What follows belongs to an exercise in optimizing a design on an open flow for small area, a short achievable clock period and few clock cycles per item; a production flow would make more cautious choices.
Function was checked by simulation only, so behaviour that the tests miss may differ from the original.

$ cat design/flow/run.sh
#!/bin/bash
# synth_recipe.tcl (not shown) runs the flow's synth.tcl, then flattens the netlist and writes it again
# the make line also repeats each setting of config.mk as NAME=value (left out here)
make -C /OpenROAD-flow-scripts/flow DESIGN_CONFIG=/design/flow/config.mk WORK_HOME=/design/flow/orfs CLKGATE_MAP_FILE= SYNTH_SCRIPT=/design/flow/synth_recipe.tcl finish
$ cat design/flow/config.mk
export PLATFORM = sky130hd
export DESIGN_NAME = idct_top
export DESIGN_NICKNAME = idct_top
export VERILOG_FILES = /design/flow/design.v
export SDC_FILE = /design/flow/constraint.sdc
export NUM_CORES = 4
export LEC_CHECK = 0
export CAP_MARGIN = 20
export CELL_PAD_IN_SITES_DETAIL_PLACEMENT = 2
export CELL_PAD_IN_SITES_GLOBAL_PLACEMENT = 4
export CORE_MARGIN = 2
export CORE_UTILIZATION = 30
export PLACE_DENSITY = 0.6
export SLEW_MARGIN = 20
$ cat design/flow/constraint.sdc
create_clock -name core_clock -period 7.0 [get_ports {Clock}]
set_input_delay 1.4000 -clock core_clock [delete_from_list [all_inputs] [get_ports {Clock}]]
set_output_delay 1.4000 -clock core_clock [all_outputs]
set_load 0.01 [all_outputs]
$ cat design/flow/design.v
package idct_pkg;
	typedef logic [18-1:0] sram_addr_t;
	typedef logic [16-1:0] sram_data_t;
	typedef logic signed [12:0] cos_t;
	typedef logic signed [15:0] coeff_t;
	typedef logic signed [31:0] acc_t;
	typedef logic [7:0] pixel_t;
	typedef logic [5:0] elem_idx_t;
	typedef enum logic [1:0] {FETCH_IDLE, FETCH_READ, FETCH_DRAIN} fetch_state_t;
	typedef enum logic [1:0] {STORE_IDLE, STORE_READ, STORE_WRITE, STORE_DONE} store_state_t;
	typedef enum logic [1:0] {ENG_IDLE, ENG_PASS1, ENG_WAIT_OUT, ENG_PASS2} engine_state_t;
endpackage
module idct_top (
	input  logic       Clock,
	input  logic       Resetn,
	input  logic       start_i,
	input  idct_pkg::sram_addr_t block_addr_i,
	input  idct_pkg::sram_addr_t out_addr_i,
	output logic       ready_o,
	output logic       done_o,
	output idct_pkg::sram_addr_t sram_addr_o,
	output idct_pkg::sram_data_t sram_wdata_o,
	output logic       sram_we_n_o,
	input  idct_pkg::sram_data_t sram_rdata_i
);
	logic        nxt_v, cur_v, ready_q;
	logic [17:0] nxt_src, nxt_dst, cur_dst, wr_dst, rd_addr;
	logic [2:0]  rd_k, rd_row;
	logic [1:0]  cnt;           
	logic        rv1, rv2;      
	logic        take;
	logic        rd_issue;
	logic        rd_last;
	logic        cur_free;
	logic [127:0] sh, hold;
	logic [2:0]  ac;
	logic        sh_full, hold_v, hold_rel, xfer;
	logic [1:0]  ph;
	logic        p1_run, p2_pend, p2_run;
	logic [2:0]  p1_row, p2w;
	logic        wr_load;
	assign ready_o = ready_q;
	assign take = start_i & ready_q;
	logic        u_p1, u_p2;
	logic [1:0]  u_i;
	logic [2:0]  u_j;
	logic [175:0] rl0, rl1, rl2, rl3, rh0, rh1, rh2, rh3;
	logic [21:0] x [8];
	assign u_p1 = p1_run;
	assign u_p2 = p2_run;
	assign u_i  = p1_run ? (ph - 2'd1) : p2w[2:1];
	assign u_j  = {p2w[0], ph};
	always_comb begin
		for (int k = 0; k < 8; k++) begin
			if (p1_run)
				x[k] = {{6{hold[16*k+15]}}, hold[16*k +: 16]};
			else if (p2w[0])
				x[k] = rh0[22*k +: 22];
			else
				x[k] = rl0[22*k +: 22];
		end
	end
	logic [22:0] u_n;
	logic [21:0] a_n, b_n, c_n, d_n, f_n, g_n;
	always_comb begin
		u_n = (u_i == 2'd0 || u_i == 2'd3) ? ({x[0][21], x[0]} + {x[4][21], x[4]})
		                                   : ({x[0][21], x[0]} - {x[4][21], x[4]});
		case (u_i)
			2'd0: begin a_n =  x[1]; b_n = x[3]; c_n =  x[5]; d_n =  x[7]; f_n =  x[2]; g_n =  x[6]; end
			2'd1: begin a_n = ~x[5]; b_n = x[1]; c_n = ~x[7]; d_n = ~x[3]; f_n = ~x[6]; g_n =  x[2]; end
			2'd2: begin a_n = ~x[3]; b_n = x[7]; c_n =  x[1]; d_n =  x[5]; f_n =  x[6]; g_n = ~x[2]; end
			default: begin a_n = ~x[7]; b_n = x[5]; c_n = ~x[3]; d_n = x[1]; f_n = ~x[2]; g_n = ~x[6]; end
		endcase
	end
	logic        s1_p1, s1_p2;
	logic [1:0]  s1_i;
	logic [2:0]  s1_j, s1_row;
	logic [22:0] s1_u;
	logic [21:0] s1_a, s1_b, s1_c, s1_d, s1_f, s1_g;
	always_ff @(posedge Clock) begin
		s1_i <= u_i;
		s1_j <= u_j;
		s1_row <= p1_row;
		s1_u <= u_n;
		s1_a <= a_n;
		s1_b <= b_n;
		s1_c <= c_n;
		s1_d <= d_n;
		s1_f <= f_n;
		s1_g <= g_n;
	end
	logic [31:0] eu, ea, eb, ec, ed, ef, eg;
	logic [31:0] ke, ko;
	logic [31:0] ph_n, pr_n, px_n, py_n;
	assign eu = {{9{s1_u[22]}}, s1_u};
	assign ea = {{10{s1_a[21]}}, s1_a};
	assign eb = {{10{s1_b[21]}}, s1_b};
	assign ec = {{10{s1_c[21]}}, s1_c};
	assign ed = {{10{s1_d[21]}}, s1_d};
	assign ef = {{10{s1_f[21]}}, s1_f};
	assign eg = {{10{s1_g[21]}}, s1_g};
	always_comb begin
		case (s1_i)
			2'd0: begin ke = 32'd0;    ko = 32'd0;    end
			2'd1: begin ke = 32'd1892; ko = 32'd3547; end
			2'd2: begin ke = 32'd784;  ko = 32'd2009; end
			default: begin ke = 32'd2676; ko = 32'd3147; end
		endcase
	end
	assign ph_n = (eu << 10) + (eu << 9) - (eu << 7) + (eu << 5) + (eu << 3) + ke;
	assign pr_n = (ef << 11) - (ef << 7) - (ef << 5) + (ef << 2)
	            + (eg << 9) + (eg << 8) + (eg << 4);
	assign px_n = (ea << 11) - (ea << 5) - (ea << 3) + ea
	            + (ec << 10) + (ec << 7) - (ec << 4) + (ec << 1) + ko;
	assign py_n = (eb << 11) - (eb << 9) + (eb << 7) + (eb << 5) + (eb << 3) - eb
	            + (ed << 9) - (ed << 7) + (ed << 4);
	logic        s2_p1, s2_p2;
	logic [1:0]  s2_i;
	logic [2:0]  s2_j, s2_row;
	logic [31:0] s2_h, s2_r, s2_x, s2_y;
	always_ff @(posedge Clock) begin
		s2_i <= s1_i;
		s2_j <= s1_j;
		s2_row <= s1_row;
		s2_h <= ph_n;
		s2_r <= pr_n;
		s2_x <= px_n;
		s2_y <= py_n;
	end
	logic [31:0] ylo_n, yhi_n;
	assign ylo_n = s2_h + s2_r + s2_x + s2_y;
	assign yhi_n = s2_h + s2_r - s2_x - s2_y;
	logic        s3_p1, s3_p2;
	logic [1:0]  s3_i;
	logic [2:0]  s3_j, s3_row;
	logic [23:0] s3_lo, s3_hi;
	always_ff @(posedge Clock) begin
		s3_i <= s2_i;
		s3_j <= s2_j;
		s3_row <= s2_row;
		s3_lo <= ylo_n[31:8];
		s3_hi <= yhi_n[31:8];
	end
	always_ff @(posedge Clock or negedge Resetn) begin
		if (!Resetn) begin
			s1_p1 <= 1'b0; s1_p2 <= 1'b0;
			s2_p1 <= 1'b0; s2_p2 <= 1'b0;
			s3_p1 <= 1'b0; s3_p2 <= 1'b0;
		end else begin
			s1_p1 <= u_p1; s1_p2 <= u_p2;
			s2_p1 <= s1_p1; s2_p2 <= s1_p2;
			s3_p1 <= s2_p1; s3_p2 <= s2_p2;
		end
	end
	always_ff @(posedge Clock) begin
		rl0 <= rl1; rl1 <= rl2; rl2 <= rl3;
		rh0 <= rh1; rh1 <= rh2; rh2 <= rh3;
		for (int r = 0; r < 8; r++) begin
			rl3[22*r +: 22] <= (s3_p1 && s3_row == r) ? s3_lo[21:0] : rl0[22*r +: 22];
			rh3[22*r +: 22] <= (s3_p1 && s3_row == r) ? s3_hi[21:0] : rh0[22*r +: 22];
		end
	end
	logic [7:0]  px_top, px_bot;
	logic [7:0]  st_top, st_bot;
	logic [15:0] pend_word, word_top;
	logic [2:0]  pend_r;
	logic [1:0]  pend_w;
	logic        pend_v, pend_last;
	logic        wr_now_top;
	logic [2:0]  wr_r;
	logic [1:0]  wr_w, s3_w;
	logic [15:0] wr_word;
	logic        wr_last;
	logic        d1;
	assign px_top = s3_lo[23] ? 8'd0 : (|s3_lo[22:16]) ? 8'd255 : s3_lo[15:8];
	assign px_bot = s3_hi[23] ? 8'd0 : (|s3_hi[22:16]) ? 8'd255 : s3_hi[15:8];
	assign wr_now_top = s3_p2 & s3_j[0];
	assign s3_w = {s3_j[2], s3_j[1] ^ s3_j[2]};
	assign word_top = s3_j[2] ? {px_top, st_top} : {st_top, px_top};
	assign wr_load = wr_now_top | pend_v;
	assign wr_r = wr_now_top ? {1'b0, s3_i} : pend_r;
	assign wr_w = wr_now_top ? s3_w : pend_w;
	assign wr_word = wr_now_top ? word_top : pend_word;
	assign wr_last = ~wr_now_top & pend_last;
	always_ff @(posedge Clock) begin
		if (s3_p2 && !s3_j[0]) begin
			st_top <= px_top;
			st_bot <= px_bot;
		end
		if (wr_now_top) begin
			pend_word <= s3_j[2] ? {px_bot, st_bot} : {st_bot, px_bot};
			pend_r <= 3'd7 - {1'b0, s3_i};
			pend_w <= s3_w;
		end
	end
	assign rd_issue = cur_v & ~wr_load & ((rd_k != 3'd0) | (cnt != 2'd2));
	assign rd_last = rd_issue & (rd_k == 3'd7) & (rd_row == 3'd7);
	assign cur_free = ~cur_v | rd_last;
	assign hold_rel = p1_run & (ph == 2'd0);
	assign xfer = sh_full & (~hold_v | hold_rel);
	logic        hold_v_n, p2_pend_n;
	assign hold_v_n = xfer | (hold_v & ~hold_rel);
	assign p2_pend_n = p2_pend | (hold_rel & (p1_row == 3'd7));
	logic [17:0] wr_addr;
	logic [10:0] wr_off;
	always_comb begin
		case (wr_r)
			3'd0: wr_off = 11'd0;
			3'd1: wr_off = 11'd160;
			3'd2: wr_off = 11'd320;
			3'd3: wr_off = 11'd480;
			3'd4: wr_off = 11'd640;
			3'd5: wr_off = 11'd800;
			3'd6: wr_off = 11'd960;
			default: wr_off = 11'd1120;
		endcase
	end
	assign wr_addr = wr_dst + {7'd0, wr_off[10:2], wr_w};
	always_ff @(posedge Clock) begin
		if (take) begin
			nxt_src <= block_addr_i;
			nxt_dst <= out_addr_i;
		end
		if (cur_free && nxt_v) begin
			rd_addr <= nxt_src;
			cur_dst <= nxt_dst;
		end else if (rd_issue) begin
			rd_addr <= rd_addr + ((rd_k == 3'd7) ? 18'd313 : 18'd1);
		end
		if (rd_last)
			wr_dst <= cur_dst;
		if (rv2)
			sh <= {sram_rdata_i, sh[127:16]};
		if (xfer)
			hold <= sh;
		sram_addr_o <= wr_load ? wr_addr : rd_addr;
		sram_wdata_o <= wr_word;
	end
	always_ff @(posedge Clock or negedge Resetn) begin
		if (!Resetn) begin
			nxt_v <= 1'b0;
			cur_v <= 1'b0;
			ready_q <= 1'b0;
			rd_k <= '0;
			rd_row <= '0;
			cnt <= '0;
			rv1 <= 1'b0;
			rv2 <= 1'b0;
			ac <= '0;
			sh_full <= 1'b0;
			hold_v <= 1'b0;
			ph <= '0;
			p1_run <= 1'b0;
			p1_row <= '0;
			p2_pend <= 1'b0;
			p2_run <= 1'b0;
			p2w <= '0;
			pend_v <= 1'b0;
			pend_last <= 1'b0;
			sram_we_n_o <= 1'b1;
			d1 <= 1'b0;
			done_o <= 1'b0;
		end else begin
			ph <= ph + 2'd1;
			if (take)
				nxt_v <= 1'b1;
			else if (cur_free)
				nxt_v <= 1'b0;
			if (cur_free)
				cur_v <= nxt_v;
			ready_q <= ~(take | (nxt_v & ~cur_free));
			if (rd_issue) begin
				rd_k <= rd_k + 3'd1;
				if (rd_k == 3'd7)
					rd_row <= rd_row + 3'd1;
			end
			cnt <= cnt + {1'b0, rd_issue & (rd_k == 3'd0)} - {1'b0, hold_rel};
			rv1 <= rd_issue;
			rv2 <= rv1;
			if (rv2)
				ac <= ac + 3'd1;
			if (rv2 && ac == 3'd7)
				sh_full <= 1'b1;
			else if (xfer)
				sh_full <= 1'b0;
			hold_v <= hold_v_n;
			p2_pend <= p2_pend_n;
			if (ph == 2'd0) begin
				if (hold_rel)
					p1_row <= p1_row + 3'd1;
				p1_run <= hold_v_n & ~p2_pend_n & ~p2_run;
			end
			if (ph == 2'd3) begin
				if (p2_run) begin
					p2w <= p2w + 3'd1;
					if (p2w == 3'd7)
						p2_run <= 1'b0;
				end else if (p2_pend) begin
					p2_run <= 1'b1;
					p2_pend <= 1'b0;
				end
			end
			if (wr_now_top) begin
				pend_v <= 1'b1;
				pend_last <= (s3_i == 2'd3) && (s3_j == 3'd7);
			end else begin
				pend_v <= 1'b0;
				pend_last <= 1'b0;
			end
			sram_we_n_o <= ~wr_load;
			d1 <= wr_load & wr_last;
			done_o <= d1;
		end
	end
endmodule
==> results_dict.tcl <==
set metrics [dict create \
    critPathRequiredTime_ns 7.66 \
    numCtsBuffers 265 \
    synth_top_family_by_area "adder cells" \
    grt_max_degree 98 \
    crit_path_end_kind "flop" \
    synth-adder-area-share_pct 17.6 \
    rsz0062_at_grt "no" \
    core_mm2 0.291 \
    yosysWarnings 2 \
    fill_cells 30100 \
    via_per_inst 4.55 \
    setup_ws_ns 0.867 \
    multi_input_area_mm2 0.0353 \
    worstPathArrival_ns 6.80 \
    grt_usage_pct 19.2 \
    ys_seq_area_share_pct 55.2 \
    hold_buffers 0 \
    initial_core_util_pct 30.1 \
    fin_area_mm2 0.103 \
    nets 8283 \
    io_pins 92 \
    gr-total-overflow 0 \
    syn_nets 8000 \
    hold_violations 0 \
    min_period_ns 6.13 \
    drive_gt1_share_pct 12.8 \
    dp_hpwl_um 219000 \
    synth_edf_count 380 \
    cts_setup_buffers 0 \
    fin_skew_ns 0.0952 \
    path_clk_slew_ns 0.07 \
    grt_pass1_vias 58300 \
    grt_pass1_wl_um 410000 \
    wl_per_cell_um 24.9 \
    postCtsResizedCells 0 \
    dp_slack_ns 0.681 \
    vias 52000 \
    seq_area_mm2 0.0484 \
    root_buffer "clkbuf_16" \
    antenna_found_initial 45 \
    cts_tree "yes" \
    drv_slew 0 \
    synthArstFlopShare_pct 1.81 \
    drt-initial-drc-count 2735 \
    postRouteAntennaNets 0 \
    muxShareOfSynthArea_pct 7.29 \
    htreeDepth 5 \
    portBuffers 91 \
    synth_compound_area_share_pct 8.35 \
    cts.path.max_buffers 4 \
    area_delta_synth_final_pct 17.2 \
    syn_avg_cell_area_um2 12.5 \
    drc_errors 0 \
    dpl_cell_area_mm2 0.0937 \
    gp_congestion 0.811 \
    maxSlewHeadroom_pct 23.1 \
    critPathLaunchType "flop" \
    synth-simple-area-share_pct 4.34 \
    netlist_instances 7031 \
    die_y_um 544 \
    finalSetupViolCount 0 \
    fin_crit_sh_pct 87.6 \
    die-area_mm2 0.296 \
    ys.flop_type "dfxtp_1" \
    insertion_delay_ns 0.88 \
    die_width_um 544 \
    worst_slew_pin_slew_ns 1.14 \
    worst-setup-path-type "flop to flop" \
    outcome "complete, no violations" \
    min_path_type "flop to flop" \
    path_max_fanout 4 \
    ys_types 98 \
    rows 198 \
    fmax_ghz 0.163 \
    syn-cell-area_mm2 0.0876 \
    dr.pass1.iters 8 \
    maxCapViolCount 0 \
    wirelength_um 284000 \
    final.setup.tns_ns 0 \
    synth_xor_area_share_pct 2.59 \
    fin_util_pct 35.3 \
    cts_num_sinks 2215 \
    synth-seq-cells 2215 \
]
## area by class of cell
type                            count  share of cell area [%]
Antenna cell                       19                  0.0463
Clock buffer                      383                    7.58
Clock inverter                     89                    1.05
Inverter                          877                    3.21
Multi-Input combinational cell   3738                    34.4
Sequential cell                  2215                    47.1
Tap cell                         3900                    4.75
Timing Repair Buffer              217                    1.87
## flip-flops by register name (all words and copies together), names as in the netlist, 23 cells and up
| signal | flops |
|---|---|
| s2_h | 30 |
| s3_lo | 24 |
| s1_u | 23 |
| s2_r | 30 |
| rl0 | 176 |
| s3_hi | 24 |
| rh3 | 176 |
| rl2 | 176 |
| rh1 | 176 |
| s2_y | 32 |
| rh2 | 176 |
| hold | 128 |
| sh | 128 |
| rh0 | 176 |
| s2_x | 32 |
| rl1 | 176 |
| rl3 | 176 |
## routing by layer
layer	global-route usage, %	routed length (µm)	vias to the layer above
met5	0	38	-
met4	6.64	10200	6
met3	2.55	9690	405
met2	30.8	129000	799
met1	26.4	135000	26600
li1	-	-	24200
## cells by family after synthesis
kind of cell | count (synthesis)
DFF | 2215
adders and majority gates | 914
AOI/OAI and AO/OA | 1154
muxes | 590
xor gates and xnor gates | 257
buffers and inverters | 1078
and+or+nand+nor | 823
## synthesized netlist by cell type (23+ instances only)
master | instances | area (µm²)
dfxtp_1 | 1795 | 35900
inv_1 | 874 | 3280
fa_1 | 529 | 10600
ha_1 | 385 | 4820
edfxtp_1 | 380 | 11400
mux2_2 | 364 | 4100
a21oi_1 | 353 | 1770
nand2_1 | 320 | 1200
o21ai_0 | 314 | 1570
mux2i_1 | 222 | 2220
nor2_1 | 218 | 818
clkbuf_1 | 175 | 657
xnor2_1 | 166 | 1450
xor2_1 | 89 | 780
a21o_1 | 87 | 653
o21a_1 | 73 | 548
a211oi_1 | 69 | 518
a222oi_1 | 62 | 621
nor3_1 | 54 | 270
dfrtp_1 | 39 | 976
nand3_1 | 39 | 195
and3_1 | 34 | 213
nand2b_1 | 32 | 200
o21bai_1 | 27 | 203
nor2b_1 | 26 | 163
a31oi_1 | 23 | 144
## worst max-delay path: stages, from the launching register on
cell	delay, ns
dfxtp_1	0.30
ha_1	0.23
fa_1	0.42
a21o_1	0.20
a21o_1	0.20
a21oi_1	0.21
o21ai_0	0.21
a21oi_1	0.24
buf_4	0.16
o31a_1	0.33
nor2_1	0.13
xnor2_1	0.48
fa_1	0.52
inv_1	0.09
ha_1	0.27
nand4_1	0.11
inv_1	0.05
a221oi_1	0.40
nand3b_1	0.15
o21ai_0	0.42
buf_4	0.20
a21oi_1	0.07
a211oi_1	0.29
xor2_1	0.20
xnor2_1	0.08
## final timing paths
check,startpoint,to,slack (ns),depth (start not counted)
hold reg to reg,rl1[72],rl0[72],0.29,0
setup reg to reg,s2_h[2],s3_lo[23],0.87,24
max in group asynchronous,Resetn,p2w[0],5.97,1
hold / removal,rl1[72],rl0[72],0.29,0
min in group asynchronous,Resetn,nxt_v,0.56,1
setup / recovery,s2_h[2],s3_lo[23],0.87,24
## metrics by stage
stage / std cells / hold slack, ns
global placement: 10900 / 0.309
global route: 11400 / 0.304
floorplan: 7031 / 0.310
CTS: 11400 / 0.288
detailed placement: 10900 / 0.313
finish: 11400 / 0.292
## layout by cell type (no fill, tap or decap), drive strengths merged, types with 320 or more instances in the layout
cell	netlist	routed
dfxtp	1795	1795
inv	875	890
fa	529	529
ha	385	385
clkbuf	175	384
edfxtp	380	380
mux2	365	365
a21oi	353	353
o21ai	321	321
nand2	320	320
Testbench counts, summed over its fixed seeds: cycles 37,032, items 384.

[separate check: timing with driven ports]
How much do the figures lean on ideal ports? The routed layout below was timed once more, with nothing changed but the port constraints. Step 1 sets driving cells, clkbuf_16 on the clock port and buf_2 on the other inputs (assumed; they add their load-dependent delay and slew). Step 2, shift: input delay + t, output delay - t, t = (earliest + latest rising clock arrival at the registers) / 2. This alone moves slack from input paths to output paths. Three values: no drivers, after step 1, after step 2; two values: the first two.
shift t [ns]: 0.928
setup slack, ns: 0.867 / 0.867 / 0.867
latest minus earliest clock arrival (ns): 0.098 / 0.098
cell pins on the clock port's net: 1
After both steps setup and hold are still met in this run. The setup slack of this run moves by 0.000 ns with the drivers and by 0.000 ns with both steps.
